This is an optimization exercise on Yosys and OpenROAD, whose aim is small area, not a production implementation.
Function not checked in this run: the RTL went through the layout flow alone.
Power is estimated from default activity; no workload was simulated.

`flow/design.v`:
```
package bbps_pkg;
   localparam int SAMPLES_PER_TICK_DEFAULT = 15;
   localparam int ADC_W      = 10;
   localparam int TIME_W     = 32;
   localparam int CV_W       = 9;
   localparam int PHASE_W    = 3;
   localparam int SUM_W      = 14;
   localparam int CSR_DATA_W = 32;
   localparam int CSR_ADDR_W = 5;
   localparam logic [CV_W-1:0]   CHARGE_FULL_CV_RESET = CV_W'(350);
   localparam logic [CV_W-1:0]   LOW_LIMIT_CV_RESET   = CV_W'(280);
   localparam logic [CV_W-1:0]   DISCONNECT_CV_RESET  = CV_W'(50);
   localparam logic [TIME_W-1:0] STEPUP_TIME_RESET    = TIME_W'(20000);
   localparam logic [TIME_W-1:0] GRACE_TIME_RESET     = TIME_W'(20000);
   localparam logic [ADC_W-1:0]  NO_SUPPLY_CODE_RESET = ADC_W'(1020);
   localparam logic [CV_W-1:0]   NO_SUPPLY_CV = CV_W'(1);
endpackage
module bbps_csr (
   input  logic                                clock,
   input  logic                                reset,
   input  logic                                psel,
   input  logic                                penable,
   input  logic                                pwrite,
   input  logic [bbps_pkg::CSR_ADDR_W-1:0]     paddr,
   input  logic [bbps_pkg::CSR_DATA_W-1:0]     pwdata,
   output logic [bbps_pkg::CSR_DATA_W-1:0]     prdata,
   output logic                                pready,
   output logic [bbps_pkg::CV_W-1:0]           charge_full_cv,
   output logic [bbps_pkg::CV_W-1:0]           low_limit_cv,
   output logic [bbps_pkg::CV_W-1:0]           disconnect_cv,
   output logic [bbps_pkg::TIME_W-1:0]         stepup_time_ms,
   output logic [bbps_pkg::TIME_W-1:0]         grace_time_ms,
   output logic [bbps_pkg::ADC_W-1:0]          no_supply_code
);
   logic [2:0] index;
   logic       write_en;
   assign index    = paddr[bbps_pkg::CSR_ADDR_W-1:2];
   assign write_en = psel && penable && pwrite;
   assign pready   = 1'b1;
   always_comb begin
      case (index)
         3'd0:    prdata = bbps_pkg::CSR_DATA_W'(charge_full_cv);
         3'd1:    prdata = bbps_pkg::CSR_DATA_W'(low_limit_cv);
         3'd2:    prdata = bbps_pkg::CSR_DATA_W'(disconnect_cv);
         3'd3:    prdata = stepup_time_ms;
         3'd4:    prdata = grace_time_ms;
         3'd5:    prdata = bbps_pkg::CSR_DATA_W'(no_supply_code);
         default: prdata = '0;
      endcase
   end
   always_ff @(posedge clock) begin
      if (reset) begin
         charge_full_cv <= bbps_pkg::CHARGE_FULL_CV_RESET;
         low_limit_cv   <= bbps_pkg::LOW_LIMIT_CV_RESET;
         disconnect_cv  <= bbps_pkg::DISCONNECT_CV_RESET;
         stepup_time_ms <= bbps_pkg::STEPUP_TIME_RESET;
         grace_time_ms  <= bbps_pkg::GRACE_TIME_RESET;
         no_supply_code <= bbps_pkg::NO_SUPPLY_CODE_RESET;
      end else if (write_en) begin
         case (index)
            3'd0: charge_full_cv <= pwdata[bbps_pkg::CV_W-1:0];
            3'd1: low_limit_cv   <= pwdata[bbps_pkg::CV_W-1:0];
            3'd2: disconnect_cv  <= pwdata[bbps_pkg::CV_W-1:0];
            3'd3: stepup_time_ms <= pwdata;
            3'd4: grace_time_ms  <= pwdata;
            3'd5: no_supply_code <= pwdata[bbps_pkg::ADC_W-1:0];
            default: ;
         endcase
      end
   end
endmodule
module bbps_rca #(
   parameter int W = 8
) (
   input  logic [W-1:0] a,
   input  logic [W-1:0] b,
   input  logic         cin,
   output logic [W-1:0] s,
   output logic         cout
);
   logic [W:0] c;
   assign c[0] = cin;
   for (genvar i = 0; i < W; i++) begin : g_bit
      assign s[i]   = a[i] ^ b[i] ^ c[i];
      assign c[i+1] = (a[i] & b[i]) | (a[i] & c[i]) | (b[i] & c[i]);
   end
   assign cout = c[W];
endmodule
module bbps_inc #(
   parameter int W = 8
) (
   input  logic [W-1:0] a,
   input  logic         cin,
   output logic [W-1:0] s,
   output logic         cout
);
   logic [W:0] c;
   assign c[0] = cin;
   for (genvar i = 0; i < W; i++) begin : g_bit
      assign s[i]   = a[i] ^ c[i];
      assign c[i+1] = a[i] & c[i];
   end
   assign cout = c[W];
endmodule
module bbps_ge #(
   parameter int W = 8
) (
   input  logic [W-1:0] a,
   input  logic [W-1:0] b,
   output logic         ge
);
   logic [W:0] c;
   assign c[0] = 1'b1;
   for (genvar i = 0; i < W; i++) begin : g_bit
      assign c[i+1] = (a[i] & ~b[i]) | (a[i] & c[i]) | (~b[i] & c[i]);
   end
   assign ge = c[W];
endmodule
module bbps_acc (
   input  logic [bbps_pkg::SUM_W-1:0] base,
   input  logic [bbps_pkg::ADC_W-1:0] adc_sample,
   output logic [bbps_pkg::SUM_W-1:0] total
);
   logic c10;
   bbps_rca #(.W(10)) u_lo (.a(base[9:0]), .b(adc_sample), .cin(1'b0), .s(total[9:0]), .cout(c10));
   bbps_inc #(.W(4))  u_hi (.a(base[13:10]), .cin(c10), .s(total[13:10]), .cout());
endmodule
module bbps_avg (
   input  logic [bbps_pkg::SUM_W-1:0]     total,
   input  logic [bbps_pkg::ADC_W-1:0]     no_supply_code,
   output logic [bbps_pkg::CV_W-1:0]      cv_new
);
   logic [10:0] t1;
   logic [6:0]  t2;
   logic [4:0]  t3;
   logic        c3;
   logic [9:0]  avg;
   logic c1;
   bbps_rca #(.W(4)) u_t1lo (.a(total[7:4]), .b(total[3:0]), .cin(1'b0), .s(t1[3:0]), .cout(c1));
   bbps_inc #(.W(6)) u_t1hi (.a(total[13:8]), .cin(c1), .s(t1[9:4]), .cout(t1[10]));
   logic c2;
   bbps_rca #(.W(4)) u_t2lo (.a(t1[7:4]), .b(t1[3:0]), .cin(1'b0), .s(t2[3:0]), .cout(c2));
   bbps_inc #(.W(3)) u_t2hi (.a(t1[10:8]), .cin(c2), .s(t2[6:4]), .cout());
   logic c3c;
   bbps_rca #(.W(3)) u_t3lo (.a(t2[6:4]), .b(t2[2:0]), .cin(1'b0), .s(t3[2:0]), .cout(c3c));
   assign t3[3] = t2[3] ^ c3c;
   assign t3[4] = t2[3] & c3c;
   assign c3    = t3[4] | (t3[3] & t3[2] & t3[1] & t3[0]);
   logic [6:0] p;
   logic       pc;
   logic [2:0] q;
   logic       qc;
   bbps_rca #(.W(3)) u_p0 (.a(t1[6:4]), .b(t2[6:4]), .cin(c3), .s(p[2:0]), .cout(pc));
   bbps_inc #(.W(4)) u_p1 (.a(t1[10:7]), .cin(pc), .s(p[6:3]), .cout());
   logic ac;
   bbps_rca #(.W(7)) u_a0 (.a(total[10:4]), .b(p), .cin(1'b0), .s(avg[6:0]), .cout(ac));
   bbps_inc #(.W(3)) u_a1 (.a(total[13:11]), .cin(ac), .s(avg[9:7]), .cout());
   logic [11:0] avg3;
   logic        m3c;
   assign avg3[0] = avg[0];
   bbps_rca #(.W(9)) u_m3 (.a(avg[9:1]), .b(avg[8:0]), .cin(1'b0), .s(avg3[9:1]), .cout(m3c));
   bbps_inc #(.W(1)) u_m3h (.a(avg[9]), .cin(m3c), .s(avg3[10]), .cout(avg3[11]));
   logic        borrow7;
   logic [9:0]  hi;
   logic        hc;
   assign borrow7 = |avg3[6:0];
   bbps_rca #(.W(5)) u_s0 (.a(avg[4:0]), .b(~avg3[11:7]), .cin(~borrow7), .s(hi[4:0]), .cout(hc));
   logic [5:0] dc;
   assign dc[0] = hc;
   for (genvar i = 0; i < 5; i++) begin : g_dec
      assign hi[5+i]  = ~(avg[5+i] ^ dc[i]);
      assign dc[i+1]  = avg[5+i] | dc[i];
   end
   logic no_supply;
   bbps_ge #(.W(10)) u_ns (.a(avg), .b(no_supply_code), .ge(no_supply));
   assign cv_new = no_supply ? bbps_pkg::NO_SUPPLY_CV : hi[9:1];
endmodule
module bbps_seq (
   input  logic                           clock,
   input  logic                           reset,
   input  logic                           step,
   input  logic [bbps_pkg::CV_W-1:0]      cv,
   input  logic [bbps_pkg::TIME_W-1:0]    now_ms,
   input  logic [bbps_pkg::CV_W-1:0]      charge_full_cv,
   input  logic [bbps_pkg::CV_W-1:0]      low_limit_cv,
   input  logic [bbps_pkg::CV_W-1:0]      disconnect_cv,
   input  logic [bbps_pkg::TIME_W-1:0]    stepup_time_ms,
   output logic [bbps_pkg::PHASE_W-1:0]   phase_code,
   output logic                           stepup_on,
   output logic                           meter_power_on
);
   localparam logic [2:0] ST_INIT         = 3'd0;
   localparam logic [2:0] ST_CHARGE       = 3'd1;
   localparam logic [2:0] ST_START_STEPUP = 3'd2;
   localparam logic [2:0] ST_STEPUP       = 3'd3;
   localparam logic [2:0] ST_METER        = 3'd4;
   localparam logic [2:0] ST_NORMAL       = 3'd5;
   localparam logic [2:0] ST_INIT_STEPUP  = 3'd6;
   logic [2:0]                  state_ff;
   logic [bbps_pkg::TIME_W-1:0] stepup_start_n_ff;
   logic [bbps_pkg::TIME_W-1:0] stepup_elapsed;
   logic                        timed_out;
   logic                        connected;
   logic                        full;
   logic                        above_low;
   logic                        start_load;
   bbps_rca #(.W(bbps_pkg::TIME_W)) u_elapsed (
      .a(now_ms), .b(stepup_start_n_ff), .cin(1'b1), .s(stepup_elapsed), .cout());
   logic time_ge;
   bbps_ge #(.W(bbps_pkg::TIME_W)) u_to (.a(stepup_time_ms), .b(stepup_elapsed), .ge(time_ge));
   assign timed_out = !time_ge;
   bbps_ge #(.W(bbps_pkg::CV_W)) u_dis  (.a(cv), .b(disconnect_cv),  .ge(connected));
   bbps_ge #(.W(bbps_pkg::CV_W)) u_full (.a(cv), .b(charge_full_cv), .ge(full));
   bbps_ge #(.W(bbps_pkg::CV_W)) u_low  (.a(cv), .b(low_limit_cv),   .ge(above_low));
   assign start_load     = step && connected && state_ff == ST_CHARGE && full;
   assign phase_code     = {state_ff[2] & ~state_ff[1], state_ff[1] & ~state_ff[2], state_ff[0]};
   assign stepup_on      = state_ff[2] | (state_ff[1] & state_ff[0]);
   assign meter_power_on = state_ff[2] & state_ff[0];
   always_ff @(posedge clock) begin
      if (reset) begin
         state_ff <= ST_INIT;
      end else if (step) begin
         if (!connected) begin
            state_ff <= ST_CHARGE;
         end else begin
            case (state_ff)
               ST_CHARGE:       if (full) state_ff <= ST_START_STEPUP;
               ST_START_STEPUP: state_ff <= ST_STEPUP;
               ST_STEPUP: begin
                  if (!above_low) state_ff <= ST_INIT_STEPUP;
                  else if (timed_out) state_ff <= ST_METER;
               end
               ST_METER:        state_ff <= ST_NORMAL;
               ST_NORMAL:       ;
               default:         state_ff <= ST_CHARGE;
            endcase
         end
      end
   end
   always_ff @(posedge clock) begin
      if (start_load) stepup_start_n_ff <= ~now_ms;
   end
endmodule
module battery_boost_power_sequencer_core (
   input  logic                                clock,
   input  logic                                reset,
   input  logic                                req_valid,
   output logic                                req_stall,
   input  logic [41:0]                         req_data,
   output logic                                rsp_valid,
   input  logic                                rsp_stall,
   output logic [15:0]                         rsp_data,
   input  logic                                psel,
   input  logic                                penable,
   input  logic                                pwrite,
   input  logic [bbps_pkg::CSR_ADDR_W-1:0]     paddr,
   input  logic [bbps_pkg::CSR_DATA_W-1:0]     pwdata,
   output logic [bbps_pkg::CSR_DATA_W-1:0]     prdata,
   output logic                                pready
);
   logic                         in_valid_ff;
   logic [bbps_pkg::SUM_W-1:0]   in_total_ff;
   logic [bbps_pkg::TIME_W-1:0]  in_now_ff;
   logic                         rsp_valid_ff;
   logic [3:0]                   count_ff;
   logic [bbps_pkg::CV_W-1:0]    batt_cv_ff;
   logic                         advance;
   logic                         last_sample;
   logic                         group_done;
   logic                         group_open;
   logic [bbps_pkg::SUM_W-1:0]   base;
   logic [bbps_pkg::SUM_W-1:0]   total_new;
   logic [bbps_pkg::CV_W-1:0]    charge_full_cv;
   logic [bbps_pkg::CV_W-1:0]    low_limit_cv;
   logic [bbps_pkg::CV_W-1:0]    disconnect_cv;
   logic [bbps_pkg::TIME_W-1:0]  stepup_time_ms;
   logic [bbps_pkg::TIME_W-1:0]  grace_time_ms;
   logic [bbps_pkg::ADC_W-1:0]   no_supply_code;
   logic [bbps_pkg::CV_W-1:0]    cv_new;
   logic [bbps_pkg::PHASE_W-1:0] phase_code;
   logic                         stepup_on;
   logic                         meter_power_on;
   assign advance     = in_valid_ff && (!rsp_valid_ff || !rsp_stall);
   assign req_stall   = in_valid_ff && !advance;
   assign rsp_valid   = rsp_valid_ff;
   assign last_sample = count_ff == 4'd14;
   assign group_done  = count_ff == 4'd0;
   assign rsp_data    = {group_done, phase_code, 1'b1, stepup_on, meter_power_on, batt_cv_ff};
   assign group_open  = in_valid_ff ? !last_sample : !group_done;
   assign base        = group_open ? in_total_ff : '0;
   bbps_acc u_acc (
      .base       (base),
      .adc_sample (req_data[41:32]),
      .total      (total_new)
   );
   bbps_csr u_csr (
      .clock          (clock),
      .reset          (reset),
      .psel           (psel),
      .penable        (penable),
      .pwrite         (pwrite),
      .paddr          (paddr),
      .pwdata         (pwdata),
      .prdata         (prdata),
      .pready         (pready),
      .charge_full_cv (charge_full_cv),
      .low_limit_cv   (low_limit_cv),
      .disconnect_cv  (disconnect_cv),
      .stepup_time_ms (stepup_time_ms),
      .grace_time_ms  (grace_time_ms),
      .no_supply_code (no_supply_code)
   );
   bbps_avg u_avg (
      .total          (in_total_ff),
      .no_supply_code (no_supply_code),
      .cv_new         (cv_new)
   );
   bbps_seq u_seq (
      .clock          (clock),
      .reset          (reset),
      .step           (advance && last_sample),
      .cv             (cv_new),
      .now_ms         (in_now_ff),
      .charge_full_cv (charge_full_cv),
      .low_limit_cv   (low_limit_cv),
      .disconnect_cv  (disconnect_cv),
      .stepup_time_ms (stepup_time_ms),
      .phase_code     (phase_code),
      .stepup_on      (stepup_on),
      .meter_power_on (meter_power_on)
   );
   always_ff @(posedge clock) begin
      if (reset) begin
         in_valid_ff  <= 1'b0;
         rsp_valid_ff <= 1'b0;
         count_ff     <= '0;
         batt_cv_ff   <= '0;
      end else begin
         in_valid_ff  <= (req_valid && !req_stall) || req_stall;
         rsp_valid_ff <= advance || (rsp_valid_ff && rsp_stall);
         if (advance) begin
            count_ff <= last_sample ? 4'd0 : count_ff + 4'd1;
            if (last_sample) batt_cv_ff <= cv_new;
         end
      end
      if (req_valid && !req_stall) begin
         in_total_ff <= total_new;
         in_now_ff   <= req_data[31:0];
      end
   end
endmodule
```
`flow/run.sh`:
```
#!/bin/bash
# synth_recipe.tcl (not shown) runs the flow's synth.tcl, then flattens the netlist and writes it again
# the make line also repeats each setting of config.mk as NAME=value (left out here)
make -C /OpenROAD-flow-scripts/flow DESIGN_CONFIG=/design/flow/config.mk WORK_HOME=/design/flow/orfs CLKGATE_MAP_FILE= SYNTH_SCRIPT=/design/flow/synth_recipe.tcl finish
```
`flow/config.mk`:
```
export PLATFORM = sky130hd
export DESIGN_NAME = battery_boost_power_sequencer_core
export DESIGN_NICKNAME = battery_boost_power_sequencer_core
export VERILOG_FILES = /design/flow/design.v
export SDC_FILE = /design/flow/constraint.sdc
export NUM_CORES = 4
export LEC_CHECK = 0
export ABC_AREA = 1
export CAP_MARGIN = 20
export CORE_MARGIN = 2
export CORE_UTILIZATION = 40
export SLEW_MARGIN = 20
```
`flow/constraint.sdc`:
```
create_clock -name core_clock -period 12.0 [get_ports {clock}]
set_input_delay 2.4000 -clock core_clock [delete_from_list [all_inputs] [get_ports {clock}]]
set_output_delay 2.4000 -clock core_clock [all_outputs]
set_load 0.01 [all_outputs]
```
==> results.txt <==
-- timing repair --
| action | 4_1_cts | 5_1_grt |
|---|---|---|
| cloned | 3 | 0 |
| buffers inserted | 13 | 2 |
| hold buffers | 0 | 0 |
| gates resized for setup | 37 | 22 |
| pin swaps | 27 | 13 |
| setup endpoints to repair | 35 | 36 |
-- cell type report --
class | instances | area (µm²)
fill | 2423 | 12300
tap | 335 | 419
inverter | 271 | 1020
timing repair buffer | 194 | 1900
multi-input combinational | 716 | 5110
clock inverter | 15 | 181
sequential | 197 | 4720
clock buffer | 17 | 425
antenna | 1 | 2.50
-- metal layers --
metal,wire length (µm),share of wire,vias up
met2,12400,0.46,241
met4,669,0.025,0
met3,1580,0.059,34
met5,0,0,-
met1,12200,0.45,3978
li1,-,-,4273
-- placed cells by master (no fill, tap or decap), drive strengths merged, types with 2 or more instances in the layout --
master,Yosys,routed
a21oi,57,57
a221oi,8,8
a22oi,18,18
a31oi,2,2
buf,6,62
clkbuf,33,17
clkdlybuf4s50,0,132
clkinv,2,8
conb,1,2
dfxtp,119,119
edfxtp,78,78
fa,68,68
ha,30,30
inv,269,278
nand2,177,177
nand3,32,32
nand4,2,2
nor2,121,121
nor3,8,8
nor4,2,2
o211ai,11,11
o21a,2,2
o21ai,127,127
o221ai,5,5
o22ai,33,33
xnor2,4,4
xor2,2,2
-- power by group through the flow --
stage | clock, W | sequential (W) | combinational, W
floorplan | 0 | 0.000744 | 0.00219
global placement | 0 | 0.000745 | 0.00311
detailed placement | 0 | 0.000746 | 0.00317
CTS | 0.000597 | 0.000730 | 0.00335
global route | 0.000625 | 0.000733 | 0.00382
finish | 0.000585 | 0.000730 | 0.00335
-- stage by stage --
stage | setup slack (ns) | instance area, µm² | hold WS [ns] | util | std cells
final | -0.500 | 13800 | 0.458 | 0.527 | 1746
after global routing | -0.978 | 13800 | 0.488 | 0.527 | 1745
after CTS | -0.520 | 13800 | 0.463 | 0.527 | 1751
after detailed placement | -0.644 | 12800 | 0.443 | 0.491 | 1704
after global placement | -0.480 | 12800 | 0.438 | 0.491 | 1704
after floorplan | -0.550 | 10900 | 0.429 | - | 1224
-- cells in the mapped netlist (all sizes together), types with 2 or more instances --
cell,number,share of area
nor2,121,0.046
inv,269,0.095
xnor2,4,0.0033
o22ai,33,0.020
nor3,8,0.0037
clkinv,2,0.00070
nand2,177,0.066
clkbuf,33,0.012
o21a,2,0.0014
edfxtp,78,0.22
a21oi,57,0.027
o221ai,5,0.0041
nor4,2,0.0012
a22oi,18,0.013
a31oi,2,0.0012
nand3,32,0.015
o211ai,11,0.0077
xor2,2,0.0016
buf,6,0.0042
o21ai,127,0.060
fa,68,0.13
a221oi,8,0.0066
dfxtp,119,0.22
nand4,2,0.0012
ha,30,0.035
-- worst min path at each step --
stage	startpoint	to	slack, ns	cells after the start
finish	u_csr.grace_time_ms[14]	u_csr.grace_time_ms[14]	0.46	2
global route	u_csr.grace_time_ms[11]	u_csr.grace_time_ms[11]	0.49	2
CTS	u_csr.grace_time_ms[14]	u_csr.grace_time_ms[14]	0.46	2
detailed placement	u_csr.grace_time_ms[9]	u_csr.grace_time_ms[9]	0.44	2
global placement	u_csr.grace_time_ms[11]	u_csr.grace_time_ms[11]	0.44	2
floorplan	u_csr.grace_time_ms[10]	u_csr.grace_time_ms[10]	0.43	2
-- kinds of logic (layout without fill, tap and decap cells) --
kind of cell,Yosys count,after routing,synth area share
buffers and inverters,311,497,0.114
other,1,3,0.000351
XOR/XNOR,6,6,0.00491
AO/OA/AOI/OAI,266,266,0.142
adder cells (fa/ha/maj),98,98,0.162
flip-flops,197,197,0.442
AND/OR/NAND/NOR,344,344,0.134
-- state kept, by name (all words and copies together) (netlist names) --
register and count:
in_valid_ff 1, u_csr.charge_full_cv 9, in_now_ff 32, u_csr.disconnect_cv 9, u_csr.no_supply_code 10, batt_cv_ff 9
u_seq.state_ff 3, u_seq.stepup_start_n_ff 32, in_total_ff 14, count_ff 4, u_csr.grace_time_ms 32, rsp_valid_ff 1
u_csr.low_limit_cv 9, u_csr.stepup_time_ms 32
-- worst reg2reg max path: cells and delay by family (launching register included) --
family	cells	cell delay, ns
flops	1	0.36
compound gates	2	0.22
buf+inv	16	1.21
fa+ha+maj	32	9.74
simple gates	6	0.68
==> flow_metrics.env <==
export IMPL_p_switching_w=0.00208
export IMPL_synth_cell_types=43
export IMPL_worst_pin_slew_ns=1.15
export IMPL_reg2reg_depth=56
export IMPL_drt_pass1_iter_count=16
export IMPL_htreeDepth=4
export IMPL_synth_edff_count=78
export IMPL_syn2layout_area_growth_pct=28.9
export IMPL_cp_top_family="adder cells"
export IMPL_dieArea_um2=28100
export IMPL_critical_path_slowest_cell="fa_1"
export IMPL_seqPwrFrac=0.156
export IMPL_critical_path_most_common_cell="fa_2"
export IMPL_syn_avg_cell_area_um2=8.74
export IMPL_fmax_mhz=80.0
export IMPL_post_dp_hpwl_mm=19.5
export IMPL_grt_pass1_wl_mm=43.5
export IMPL_totalWireLength_mm=26.8
export IMPL_intPower_w=0.00258
export IMPL_numPortBuffers=132
export IMPL_route_detailed_drc=0
export IMPL_hold_class="reg -> reg"
export IMPL_grt_use_met3=0.0397
export IMPL_cap_violations=0
export IMPL_drtIter0Drc=574
export IMPL_grt_max_degree=107
export IMPL_pin_count=137
export IMPL_r2r_start="in_total_ff[0]"
export IMPL_grt_setup_unrepaired="true"
export IMPL_arrival_ns=12.65
export IMPL_avgRoutedWirePerCell_um=15.4
export IMPL_cp_depth=56
export IMPL_max_slew_margin=0.234
export IMPL_hold_viol=0
export IMPL_clk_pin_slew_ns=0.08
export IMPL_required_ns=12.15
export IMPL_reg2reg_to="u_seq.stepup_start_n_ff[24]"
export IMPL_grt_pass1_vias=8478
export IMPL_status="failed layout checks"
export IMPL_root_buffer="clkbuf_16"
export IMPL_synthesis_area_um2=10700
export IMPL_busiest_layer="met2"
export IMPL_period_share=1.04
export IMPL_final_max_slew_violation_count=0
export IMPL_start_kind="flip-flop"
export IMPL_antenna_left=0
export IMPL_path_class="reg -> reg"
export IMPL_crit_buf_inv=16
export IMPL_core_area_um2=26100
export IMPL_worst_skew_pair_late_latency_ns=0.44
export IMPL_clk_path_buf_depth=2
export IMPL_clkSinkCount=197
export IMPL_clkPwrFrac=0.125
export IMPL_end_kind="flip-flop"
export IMPL_grt_use_met2=0.321
export IMPL_setup_tns_final_ns=-14.94
export IMPL_ir_drop_v=0.000378
export IMPL_die_w_um=168
export IMPL_grtUsageTotal=0.197
export IMPL_cp_endpoint="u_seq.stepup_start_n_ff[24]"
export IMPL_initial_core_util=0.409
export IMPL_finalSetupViolCount=35
export IMPL_gp_congestion=0.880
export IMPL_synth_async_reset_ratio=0
export IMPL_reg2reg_slack_ns=-0.50
export IMPL_num_vias=8526
export IMPL_via_per_inst=4.88
export IMPL_fin_skew_ns=0.0163
export IMPL_yosys_warnings=3
export IMPL_max_stage_delay_ns=0.56
export IMPL_power_density_nw_per_um2=339
export IMPL_rows=59
export IMPL_seq_area_frac_synth=0.442
export IMPL_drive_above_1_share=0.155
export IMPL_critical_path_peak_fanout=8
export IMPL_fin_crit_ns=12.50
export IMPL_overflow=0
export IMPL_power_w=0.00467
export IMPL_nets=1581
export IMPL_synth_main_ff_cell="dfxtp_1"
export IMPL_numCtsBuffers=17
export IMPL_finalWorstSetupSlack_ns=-0.500
export IMPL_netlist_instances=1223
export IMPL_startpoint="in_total_ff[0]"
export IMPL_failed_checks="negative setup slack"
export IMPL_p_leak_nw=5.96
export IMPL_tritoncts="done"
export IMPL_swShare=0.446
export IMPL_p_comb_frac=0.718
export IMPL_synth_seq_cells=197
export IMPL_grt_util_met1=0.264
export IMPL_fp_dieH_um=168
export IMPL_antenna_found_initial=1

==> separate check: timing with driven ports <==
The flow's constraints put no driver on any port. The routed layout listed below was extracted and timed again, unchanged, in two steps.
Step 1 sets driving cells, clkbuf_16 on the clock port and buf_2 on the other inputs (assumed; they add their load-dependent delay and slew).
Step 2, shift: input delay + t, output delay - t, t = (earliest + latest rising clock arrival at the registers) / 2. This alone moves slack from input paths to output paths.
Slacks: ideal / step 1 / step 2; pairs: ideal / step 1.
shift t [ns]: 0.478
slack for setup (ns): -0.500 / -0.500 / -0.500
worst hold slack (ns): 0.458 / 0.458 / 0.458
worst setup path after step 2: register to register
For this run, drivers alone change the setup slack by 0.000 ns; drivers and shift together by 0.000 ns.
